What follows belongs to an exercise in optimizing a design on an open flow for small area; a production flow would make more cautious choices. RTL that was checked went through simulation tests only; none was proved equivalent to the original. Power is estimated from default activity; no workload was simulated.

==> flow/design.v (excerpt) <==
module bmp24_stream_to_rgb565 (
   input  logic                  clock,
   input  logic                  reset,
   input  logic                  req_tvalid,
   output logic                  req_tready,
   input  logic [7:0]            req_tdata,    
   input  logic                  req_tuser,    
   output logic                  rsp_tvalid,
   input  logic                  rsp_tready,
   output logic [55:0]           rsp_tdata,    
   output logic [2:0]            rsp_tuser,    
   output logic                  rsp_tlast,
   input  logic                  csr_valid,
   output logic                  csr_ready,
   input  logic [1:0]            csr_index,
   input  logic [15:0]           csr_wdata
);
For scale: ~1100 cells after synthesis, about 140 flip-flops, ~95 I/O pins, about 8900 sq um of cells after synthesis.
==> module bsr_parser, before the edit <==
module bsr_parser (
   input  logic        clock,
   input  logic        reset,
   input  logic        req_tvalid,
   output logic        req_tready,
   input  logic [7:0]  req_tdata,
   input  logic        req_tuser,
   output logic        rsp_tvalid,
   input  logic        rsp_tready,
   output logic [55:0] rsp_tdata,
   output logic [2:0]  rsp_tuser,
   output logic        rsp_tlast,
   input  logic [15:0] origin_x,
   input  logic [15:0] origin_y,
   input  logic        off_screen
);
   logic [1:0]  phase_ff, phase_in;
   logic [4:0]  pos_ff, pos_in;
   logic [31:0] cnt_ff, cnt_in;
   logic [15:0] wid_ff, wid_in;
   logic [15:0] col_ff, col_in;
   logic        valid_ff;
   logic        advance, emit;
   logic [7:0]  b;
   logic [16:0] low_inc;
   logic [15:0] high_inc;
   logic [16:0] high_sum;
   logic        high_cin;
   logic [15:0] height;
   logic        at_30;
   logic        off_lt30;
   logic        row_end;
   logic        is_err;
   logic [17:0] px, py;
   assign b = req_tdata;
   function automatic logic [16:0] inc16(input logic [15:0] a, input logic ci);
      logic [16:0] s;
      logic        c;
      integer      i;
      c = ci;
      for (i = 0; i < 16; i++) begin
         s[i] = a[i] ^ c;
         c    = a[i] & c;
      end
      s[16] = c;
      inc16 = s;
   endfunction
   function automatic logic [17:0] add18(input logic [15:0] a, input logic [15:0] d);
      logic [17:0] s;
      logic        c;
      integer      i;
      c = 1'b0;
      for (i = 0; i < 16; i++) begin
         s[i] = a[i] ^ d[i] ^ c;
         c    = (a[i] ^ d[i]) ? c : a[i];
      end
      s[16] = a[15] ^ c;
      s[17] = a[15] ^ (a[15] & c);
      add18 = s;
   endfunction
   assign req_tready = !valid_ff || rsp_tready;
   assign advance    = req_tvalid && req_tready;
   assign height = {col_ff[10:5], col_ff[15:14], col_ff[4:0], col_ff[13:11]};
   assign low_inc  = inc16(cnt_ff[15:0], 1'b1);
   assign high_cin = (phase_ff == bsr_pkg::PH_PIXEL) ? pos_ff[4] : (&cnt_ff[15:0]);
   assign high_sum = inc16(cnt_ff[31:16], high_cin);
   assign high_inc = high_sum[15:0];
   assign at_30    = (cnt_ff == ~32'd30);
   assign off_lt30 = (&cnt_ff[31:5]) && (cnt_ff[4:1] != 4'd0);
   assign row_end = (low_inc[15:0] == wid_ff);
   always_comb begin
      phase_in = phase_ff;
      pos_in   = pos_ff;
      cnt_in   = cnt_ff;
      wid_in   = wid_ff;
      col_in   = col_ff;
      emit     = 1'b0;
      if (req_tuser) begin
         phase_in = bsr_pkg::PH_HEADER;
         pos_in   = 5'd1;
         if (off_screen) begin
            phase_in = bsr_pkg::PH_DONE;
            emit     = 1'b1;
            pos_in   = {2'b00, bsr_pkg::KIND_OFF_SCREEN};
         end else if (b != bsr_pkg::SIG_B) begin
            phase_in = bsr_pkg::PH_DONE;
            emit     = 1'b1;
            pos_in   = {2'b00, bsr_pkg::KIND_BAD_SIG};
         end
      end else begin
         case (phase_ff)
            bsr_pkg::PH_HEADER: begin
               pos_in = pos_ff + 5'd1;
               case (pos_ff)
                  5'd1: if (b != bsr_pkg::SIG_M) begin
                     phase_in = bsr_pkg::PH_DONE;
                     emit     = 1'b1;
                     pos_in   = {2'b00, bsr_pkg::KIND_BAD_SIG};
                  end
                  5'd10: cnt_in[7:0]   = ~b;
                  5'd11: cnt_in[15:8]  = ~b;
                  5'd12: cnt_in[23:16] = ~b;
                  5'd13: cnt_in[31:24] = ~b;
                  5'd18: wid_in[7:0]   = b;
                  5'd19: wid_in[15:8]  = b;
                  5'd22: begin
                     col_in[4:0]   = b[7:3];
                     col_in[13:11] = b[2:0];
                  end
                  5'd23: begin
                     col_in[10:5]  = b[7:2];
                     col_in[15:14] = b[1:0];
                  end
                  5'd28: if (b != 8'd24) pos_in = 5'd30;
                  5'd29, 5'd30: begin
                     cnt_in = {high_inc, low_inc[15:0]};
                     pos_in = 5'b10000;
                     if (pos_ff[1] || b != 8'd0) begin
                        phase_in = bsr_pkg::PH_DONE;
                        emit     = 1'b1;
                        pos_in   = {2'b00, bsr_pkg::KIND_BAD_DEPTH};
                     end else if (off_lt30) begin
                        phase_in = bsr_pkg::PH_DONE;
                        emit     = 1'b1;
                        pos_in   = {2'b00, bsr_pkg::KIND_BAD_OFFSET};
                     end else if (wid_ff == '0 || height == '0) begin
                        phase_in = bsr_pkg::PH_DONE;
                     end else if (at_30) begin
                        phase_in      = bsr_pkg::PH_PIXEL;
                        cnt_in[31:16] = ~height;
                     end else begin
                        phase_in = bsr_pkg::PH_SKIP;
                     end
                  end
                  default: ;
               endcase
            end
            bsr_pkg::PH_SKIP: begin
               cnt_in = {high_inc, low_inc[15:0]};
               pos_in = 5'b10000;
               if (at_30) begin
                  phase_in      = bsr_pkg::PH_PIXEL;
                  cnt_in[31:16] = ~height;
               end
            end
            bsr_pkg::PH_PIXEL: begin
               if (pos_ff[3:2] != 2'd0) begin
                  pos_in[3:2] = pos_ff[3:2] - 2'd1;
               end else begin
                  case (pos_ff[1:0])
                     2'd0: begin
                        col_in[4:0] = b[7:3];
                        pos_in      = 5'b00001;
                        cnt_in      = {high_inc, pos_ff[4] ? 16'd0 : low_inc[15:0]};
                     end
                     2'd1: begin
                        col_in[10:5] = b[7:2];
                        pos_in       = 5'b00010;
                     end
                     default: begin
                        col_in[15:11] = b[7:3];
                        emit          = 1'b1;
                        pos_in        = 5'b00000;
                        if (row_end) begin
                           if (&cnt_ff[31:16]) begin
                              phase_in = bsr_pkg::PH_DONE;
                           end else begin
                              pos_in = {1'b1, wid_ff[1:0], 2'b00};
                           end
                        end
                     end
                  endcase
               end
            end
            default: ;
         endcase
      end
   end
   always_ff @(posedge clock) begin
      if (reset) begin
         phase_ff <= bsr_pkg::PH_DONE;
         valid_ff <= 1'b0;
      end else begin
         if (advance) begin
            phase_ff <= phase_in;
            valid_ff <= emit;
         end else if (rsp_tready) begin
            valid_ff <= 1'b0;
         end
      end
   end
   always_ff @(posedge clock) begin
      if (advance) begin
         pos_ff <= pos_in;
         cnt_ff <= cnt_in;
         wid_ff <= wid_in;
         col_ff <= col_in;
      end
   end
   assign is_err = (phase_ff == bsr_pkg::PH_DONE) && (pos_ff[2:0] != 3'd0);
   assign px     = add18(origin_x, cnt_ff[15:0]);
   assign py     = add18(origin_y, ~cnt_ff[31:16]);
   assign rsp_tvalid = valid_ff;
   assign rsp_tdata  = is_err ? 56'd0 : {4'd0, col_ff, py, px};
   assign rsp_tuser  = (phase_ff == bsr_pkg::PH_DONE) ? pos_ff[2:0] : 3'd0;
   assign rsp_tlast  = (phase_ff == bsr_pkg::PH_DONE) && (pos_ff[2:0] == 3'd0);
endmodule
Settings: LEC_CHECK=0, CAP_MARGIN=20, CORE_MARGIN=2, CORE_UTILIZATION=70, CTS_BUF_LIST=sky130_fd_sc_hd__clkbuf_8, SLEW_MARGIN=20; clock period 5.0 ns.
standard.sh (not shown) runs the stock make flow with config.mk's settings and CLKGATE_MAP_FILE= SYNTH_SCRIPT=/design/flow/synth_recipe.tcl, a recipe that flattens the netlist after the stock synthesis.
==> flow/flow/run.sh <==
#!/bin/bash
# The standard layout (standard.sh), with plain buf_1 cells as the port
# buffers and no CTS dummy loads; each tool's output is in orfs/logs.
export BUFFER_PORTS_ARGS="-buffer_cell sky130_fd_sc_hd__buf_1"
export CTS_ARGS="-sink_clustering_enable -repair_clock_nets -buf_list sky130_fd_sc_hd__clkbuf_8 -dont_use_dummy_load"
bash standard.sh > standard.log 2>&1
==> next run, changes <==
--- a/flow/design.v
+++ b/flow/design.v
@@ -79,33 +79,20 @@
    logic [15:0] col_ff, col_in;
    logic        valid_ff;
    logic        advance, emit;
    logic [7:0]  b;
    logic [16:0] low_inc;
    logic [15:0] high_inc;
-   logic [16:0] high_sum;
    logic        high_cin;
    logic [15:0] height;
    logic        at_30;
    logic        off_lt30;
    logic        row_end;
    logic        is_err;
    logic [17:0] px, py;
    assign b = req_tdata;
-   function automatic logic [16:0] inc16(input logic [15:0] a, input logic ci);
-      logic [16:0] s;
-      logic        c;
-      integer      i;
-      c = ci;
-      for (i = 0; i < 16; i++) begin
-         s[i] = a[i] ^ c;
-         c    = a[i] & c;
-      end
-      s[16] = c;
-      inc16 = s;
-   endfunction
    function automatic logic [17:0] add18(input logic [15:0] a, input logic [15:0] d);
       logic [17:0] s;
       logic        c;
       integer      i;
       c = 1'b0;
       for (i = 0; i < 16; i++) begin
@@ -116,16 +103,15 @@
       s[17] = a[15] ^ (a[15] & c);
       add18 = s;
    endfunction
    assign req_tready = !valid_ff || rsp_tready;
    assign advance    = req_tvalid && req_tready;
    assign height = {col_ff[10:5], col_ff[15:14], col_ff[4:0], col_ff[13:11]};
-   assign low_inc  = inc16(cnt_ff[15:0], 1'b1);
-   assign high_cin = (phase_ff == bsr_pkg::PH_PIXEL) ? pos_ff[4] : (&cnt_ff[15:0]);
-   assign high_sum = inc16(cnt_ff[31:16], high_cin);
-   assign high_inc = high_sum[15:0];
+   assign low_inc  = {1'b0, cnt_ff[15:0]} + 17'd1;
+   assign high_cin = (phase_ff == bsr_pkg::PH_PIXEL) ? pos_ff[4] : low_inc[16];
+   assign high_inc = cnt_ff[31:16] + {15'd0, high_cin};
    assign at_30    = (cnt_ff == ~32'd30);
    assign off_lt30 = (&cnt_ff[31:5]) && (cnt_ff[4:1] != 4'd0);
    assign row_end = (low_inc[15:0] == wid_ff);
    always_comb begin
       phase_in = phase_ff;
       pos_in   = pos_ff;
After rerunning: Wire length shrinks slightly; via count decreases slightly; core utilization is lower by 0.72 points; maximum frequency goes down slightly; clock power drops slightly; clock skew goes up by 14 ps; register-to-register slack is better by 900 ps.
Only the layout flow was run in the first run of this note; the RTL was not checked for function there.

-- re-timing with driven ports --
How much do the figures lean on ideal ports? The routed layouts below were timed once more, with nothing changed but the port constraints. Step 1, drivers: a clkbuf_16 drives clock and a buf_2 each remaining input, both assumed. Step 2 times the ports against the registers' clock, not the clock port: input delays grow and output delays shrink by t, the midpoint of the rising clock arrivals with the driver on. a / b / c = no drivers / after step 1 / after step 2; a / b = the first two.
| run | shift t [ns] | setup WS [ns] | worst hold slack (ns) |
|---|---|---|---|
| the first run | 0.486 | 0.164 / 0.124 / 0.210 | 0.458 / 0.458 / 0.458 |
| the second run | 0.487 | 0.146 / 0.107 / 0.594 | 0.456 / 0.456 / 0.456 |
After both steps setup and hold are still met in every run listed.
